Background: an optimization exercise with open tools, aiming at small area. Do not read the settings as production practice. In this exercise RTL edits were held to simulation tests only and were not proved equivalent to the original. Power and IR drop assume default switching activity.

==> inputs of trial 53 <==
==> flow/design.v <==
module featuremap_streamer #(
  parameter int DATA_WIDTH = 24,
  parameter int IMG_W      = 12,
  parameter int IMG_H      = 12
) (
  input  logic                  clk,
  input  logic                  rst,
  input  logic                  wr_en,
  input  logic [DATA_WIDTH-1:0] wr_data,
  input  logic                  clr,
  input  logic                  start,
  output logic [DATA_WIDTH-1:0] data_out,
  output logic                  valid_out,
  output logic                  done,
  output logic                  busy,
  output logic                  frame_ready,
  output logic                  err
);
  localparam int N = IMG_W * IMG_H;
  localparam int PW = IMG_W + 4;
  localparam int PH = IMG_H + 4;
  localparam int BEATS = PW * PH;
  localparam int CNTW  = $clog2(BEATS) > $clog2(N) ? $clog2(BEATS) : $clog2(N);
  localparam int CW    = $clog2(PW);
  logic [CNTW-1:0]         cnt_q;
  logic                    busy_q;
  logic                    valid_q;
  logic                    frame_ready_q;
  logic                    err_q;
  logic [N*DATA_WIDTH-1:0] sr_q;
  logic                    idle;
  logic                    we;
  logic                    last;
  logic                    lead_end;
  logic                    go;
  logic                    interior;
  logic                    shift;
  logic                    rot;
  logic [DATA_WIDTH-1:0]   tail;
  logic [DATA_WIDTH-1:0]   head;
  assign idle     = !busy_q;
  assign we       = idle && !clr && wr_en && !frame_ready_q;
  assign last     = (cnt_q == CNTW'(BEATS - 1));
  assign lead_end = (cnt_q == {CNTW{1'b1}});
  assign go       = idle && start && frame_ready_q && !clr;
  logic [CNTW-CW-1:0] row;
  logic [CW-1:0]      col;
  assign row      = cnt_q[CNTW-1:CW];
  assign col      = cnt_q[CW-1:0];
  assign interior = (row >= (CNTW-CW)'(2)) && (row < (CNTW-CW)'(IMG_H + 2)) &&
                    (col >= CW'(2)) && (col < CW'(IMG_W + 2));
  assign tail  = sr_q[N*DATA_WIDTH-1 -: DATA_WIDTH];
  assign rot   = valid_q && interior;
  assign head  = data_out | (wr_data & {DATA_WIDTH{idle}});
  assign shift = we || rot;
  always_ff @(posedge clk) begin
    if (shift) sr_q <= {sr_q[(N-1)*DATA_WIDTH-1:0], head};
  end
  always_ff @(posedge clk or posedge rst) begin
    if (rst) begin
      cnt_q         <= '0;
      busy_q        <= 1'b0;
      valid_q       <= 1'b0;
      frame_ready_q <= 1'b0;
      err_q         <= 1'b0;
    end else begin
      if (busy_q) begin
        if (wr_en) err_q <= 1'b1;
        cnt_q <= cnt_q + CNTW'(1);
        if (valid_q) begin
          if (last) begin
            valid_q <= 1'b0;
            busy_q  <= 1'b0;
          end
        end else if (lead_end) begin
          valid_q <= 1'b1;
        end
      end else if (clr) begin
        cnt_q         <= '0;
        frame_ready_q <= 1'b0;
        err_q         <= 1'b0;
      end else begin
        if (wr_en) begin
          if (frame_ready_q) begin
            err_q <= 1'b1;
          end else begin
            cnt_q <= cnt_q + CNTW'(1);
            if (cnt_q == CNTW'(N - 1)) frame_ready_q <= 1'b1;
          end
        end
        if (go) begin
          busy_q <= 1'b1;
          cnt_q  <= {{(CNTW-1){1'b1}}, 1'b0};
        end
      end
    end
  end
  assign data_out    = rot ? tail : '0;
  assign valid_out   = valid_q;
  assign done        = valid_q && last;
  assign busy        = busy_q;
  assign frame_ready = frame_ready_q;
  assign err         = err_q;
endmodule
==> flow/flow/run.sh <==
#!/bin/bash
# Standard layout, except: the enable net of the frame register gets a one-level buffer tree
# (flow/enable_tree.tcl, run after the placement resize), the clock tree is built without dummy
# loads from clkbuf_8 clusters, and the port buffers use the smallest buffer cell.
set -euo pipefail
here=$(pwd)
bash standard.sh \
  'CTS_ARGS=-sink_clustering_enable -repair_clock_nets -dont_use_dummy_load -buf_list {sky130_fd_sc_hd__clkbuf_4 sky130_fd_sc_hd__clkbuf_8} -root_buf sky130_fd_sc_hd__clkbuf_8 -tree_buf sky130_fd_sc_hd__clkbuf_8 -sink_clustering_buffer sky130_fd_sc_hd__clkbuf_4 -sink_clustering_size 11 -sink_clustering_max_diameter 50' \
  'BUFFER_PORTS_ARGS=-buffer_cell sky130_fd_sc_hd__buf_1' \
  "POST_RESIZE_TCL=$here/flow/enable_tree.tcl" \
  finish > standard.log 2>&1
==> flow/flow/enable_tree.tcl <==
# Rebuild the buffer tree on the flip-flop enable net as one level of K buffers, each driving the
# enable pins of one cluster of flip-flops, in place of the deeper tree repair_design builds.
proc et_is_buffer { inst } {
  set m [[$inst getMaster] getName]
  return [regexp {^sky130_fd_sc_hd__(buf|clkbuf)_[0-9]+$} $m]
}
set et_k 20
set et_cell sky130_fd_sc_hd__buf_12
set block [ord::get_db_block]
# The enable pins: DE of every enable flip-flop.
set de_pins {}
foreach inst [$block getInsts] {
  if { [[$inst getMaster] getName] eq "sky130_fd_sc_hd__edfxtp_1" } {
    lappend de_pins [$inst findITerm DE]
  }
}
puts "enable_tree: [llength $de_pins] enable pins"
# Walk back from each enable pin through buffers to the net driven by logic.
set bufs [dict create]
set roots [dict create]
foreach it $de_pins {
  set net [$it getNet]
  while { 1 } {
    set drv ""
    foreach t [$net getITerms] { if { [$t isOutputSignal] } { set drv $t } }
    if { $drv eq "" } { break }
    set di [$drv getInst]
    if { ![et_is_buffer $di] } { break }
    dict set bufs [$di getName] 1
    set net [[$di findITerm A] getNet]
  }
  dict set roots [$net getName] 1
}
puts "enable_tree: roots [dict keys $roots], [dict size $bufs] buffers"
if { [dict size $roots] == 1 && [dict size $bufs] > 0 } {
  remove_buffers {*}[dict keys $bufs]
  set root [lindex [dict keys $roots] 0]
  # Cluster the pins on the root net: sort by y into bands, then each band by x.
  set pts {}
  foreach it $de_pins {
    set inst [$it getInst]
    set bb [$inst getBBox]
    lappend pts [list [expr {([$bb xMin] + [$bb xMax]) / 2}] [expr {([$bb yMin] + [$bb yMax]) / 2}] [$inst getName]]
  }
  set n [llength $pts]
  set nb [expr { int(sqrt($et_k)) }]
  set nx [expr { $et_k / $nb }]
  set pts [lsort -integer -index 1 $pts]
  set per_band [expr { ($n + $nb - 1) / $nb }]
  set idx 0
  for { set b 0 } { $b < $nb } { incr b } {
    set band [lsort -integer -index 0 [lrange $pts [expr {$b * $per_band}] [expr {($b + 1) * $per_band - 1}]]]
    set m [llength $band]
    set per [expr { ($m + $nx - 1) / $nx }]
    for { set c 0 } { $c < $nx } { incr c } {
      set grp [lrange $band [expr {$c * $per}] [expr {($c + 1) * $per - 1}]]
      if { [llength $grp] == 0 } { continue }
      set sx 0; set sy 0; set pins {}
      foreach p $grp {
        set sx [expr {$sx + [lindex $p 0]}]
        set sy [expr {$sy + [lindex $p 1]}]
        lappend pins [get_pins "[lindex $p 2]/DE"]
      }
      set dbu [$block getDbUnitsPerMicron]
      set cx [expr {double($sx) / [llength $grp] / $dbu}]
      set cy [expr {double($sy) / [llength $grp] / $dbu}]
      insert_buffer -buffer_cell $et_cell -net [get_nets $root] -load_pins $pins \
        -location [list $cx $cy] -buffer_name "enbuf_$idx" -net_name "enbuf_net_$idx"
      incr idx
    }
  }
  puts "enable_tree: inserted $idx $et_cell buffers on $root"
  estimate_parasitics -placement
  repair_design -verbose
}
==> flow/standard.sh <==
#!/bin/bash
# synth_recipe.tcl (not shown) runs the flow's synth.tcl, then flattens the netlist and writes it again
# the make line also repeats each setting of config.mk as NAME=value (left out here)
make -C /OpenROAD-flow-scripts/flow DESIGN_CONFIG=/design/flow/config.mk WORK_HOME=/design/flow/orfs CLKGATE_MAP_FILE= SYNTH_SCRIPT=/design/flow/synth_recipe.tcl "${@:-finish}"
==> flow/config.mk <==
export PLATFORM = sky130hd
export DESIGN_NAME = featuremap_streamer
export DESIGN_NICKNAME = featuremap_streamer
export VERILOG_FILES = /design/flow/design.v
export SDC_FILE = /design/flow/constraint.sdc
export NUM_CORES = 4
export LEC_CHECK = 0
export CAP_MARGIN = 20
export CORE_MARGIN = 2
export CORE_UTILIZATION = 45
export PLACE_DENSITY = 0.6
export SLEW_MARGIN = 20
==> flow/constraint.sdc <==
create_clock -name core_clock -period 5.0 [get_ports {clk}]
set_input_delay 1.0000 -clock core_clock [delete_from_list [all_inputs] [get_ports {clk}]]
set_output_delay 1.0000 -clock core_clock [all_outputs]
set_load 0.01 [all_outputs]
==> build 49 (differences from trial 53) <==
--- a/flow/design.v
+++ b/flow/design.v
@@ -35,7 +35,6 @@
   logic                    go;
   logic                    interior;
   logic                    shift;
-  logic                    rot;
   logic [DATA_WIDTH-1:0]   tail;
   logic [DATA_WIDTH-1:0]   head;
   assign idle     = !busy_q;
@@ -50,9 +49,8 @@
   assign interior = (row >= (CNTW-CW)'(2)) && (row < (CNTW-CW)'(IMG_H + 2)) &&
                     (col >= CW'(2)) && (col < CW'(IMG_W + 2));
   assign tail  = sr_q[N*DATA_WIDTH-1 -: DATA_WIDTH];
-  assign rot   = valid_q && interior;
-  assign head  = data_out | (wr_data & {DATA_WIDTH{idle}});
-  assign shift = we || rot;
+  assign head  = busy_q ? tail : wr_data;
+  assign shift = we || (valid_q && interior);
   always_ff @(posedge clk) begin
     if (shift) sr_q <= {sr_q[(N-1)*DATA_WIDTH-1:0], head};
   end
@@ -95,7 +93,7 @@
       end
     end
   end
-  assign data_out    = rot ? tail : '0;
+  assign data_out    = (valid_q && interior) ? tail : '0;
   assign valid_out   = valid_q;
   assign done        = valid_q && last;
   assign busy        = busy_q;
==> flow/run.sh (new file) <==
#!/bin/bash
# synth_recipe.tcl (not shown) runs the flow's synth.tcl, then flattens the netlist and writes it again
# the make line also repeats each setting of config.mk as NAME=value (left out here)
make -C /OpenROAD-flow-scripts/flow DESIGN_CONFIG=/design/flow/config.mk WORK_HOME=/design/flow/orfs CLKGATE_MAP_FILE= SYNTH_SCRIPT=/design/flow/synth_recipe.tcl finish
removed: flow/flow/run.sh
removed: flow/flow/enable_tree.tcl
removed: flow/standard.sh
==> trial 69 (differences from trial 53) <==
--- a/flow/design.v
+++ b/flow/design.v
@@ -35,7 +35,6 @@
   logic                    go;
   logic                    interior;
   logic                    shift;
-  logic                    rot;
   logic [DATA_WIDTH-1:0]   tail;
   logic [DATA_WIDTH-1:0]   head;
   assign idle     = !busy_q;
@@ -50,9 +49,8 @@
   assign interior = (row >= (CNTW-CW)'(2)) && (row < (CNTW-CW)'(IMG_H + 2)) &&
                     (col >= CW'(2)) && (col < CW'(IMG_W + 2));
   assign tail  = sr_q[N*DATA_WIDTH-1 -: DATA_WIDTH];
-  assign rot   = valid_q && interior;
-  assign head  = data_out | (wr_data & {DATA_WIDTH{idle}});
-  assign shift = we || rot;
+  assign head  = busy_q ? tail : wr_data;
+  assign shift = we || (valid_q && interior);
   always_ff @(posedge clk) begin
     if (shift) sr_q <= {sr_q[(N-1)*DATA_WIDTH-1:0], head};
   end
@@ -95,7 +93,7 @@
       end
     end
   end
-  assign data_out    = rot ? tail : '0;
+  assign data_out    = (valid_q && interior) ? tail : '0;
   assign valid_out   = valid_q;
   assign done        = valid_q && last;
   assign busy        = busy_q;
==> flow/run.sh (new file) <==
#!/bin/bash
# synth_recipe.tcl (not shown) runs the flow's synth.tcl, then flattens the netlist and writes it again
# the make line also repeats each setting of config.mk as NAME=value (left out here)
make -C /OpenROAD-flow-scripts/flow DESIGN_CONFIG=/design/flow/config.mk WORK_HOME=/design/flow/orfs CLKGATE_MAP_FILE= SYNTH_SCRIPT=/design/flow/synth_recipe.tcl finish
- CAP_MARGIN: 20 -> 0
- CTS_BUF_LIST: not set -> sky130_fd_sc_hd__clkbuf_16
- CTS_CLUSTER_DIAMETER: not set -> 60
- CTS_CLUSTER_SIZE: not set -> 32
- SLEW_MARGIN: 20 -> 0
removed: flow/flow/run.sh
removed: flow/flow/enable_tree.tcl
removed: flow/standard.sh
==> notes <==
- The lowest total power belongs to trial 53, the highest to build 49.
- Of trial 53 and build 49, trial 53 has the higher fmax (gap about 1.6%, measured against build 49).
- In combinational power, build 49 and trial 69 hardly differ.
- Flip-flop and latch count is the same in trial 53 and build 49.

-- what the ideal ports hide --
Ports are ideal in the flow. The routed layouts listed here were re-timed in OpenROAD.
Step 1, drivers: a clkbuf_16 drives clk and a buf_2 each remaining input, both assumed.
Step 2 also shifts input and output timing later by t, the mid clock arrival at the registers, as if the neighbouring blocks saw the same clock.
Slacks: no drivers / after step 1 / after step 2; pairs: no drivers / after step 1.
run | t (ns) | setup slack, ns | worst register clock-pin slew, ns
trial 53 | 1.046 | 1.066 / 0.987 / 1.591 | 0.12 / 0.12
build 49 | 0.976 | 1.005 / 0.920 / 1.422 | 0.07 / 0.07
trial 69 | 0.899 | 1.088 / 1.006 / 1.440 | 0.11 / 0.11
After both steps every run listed still meets setup and hold.
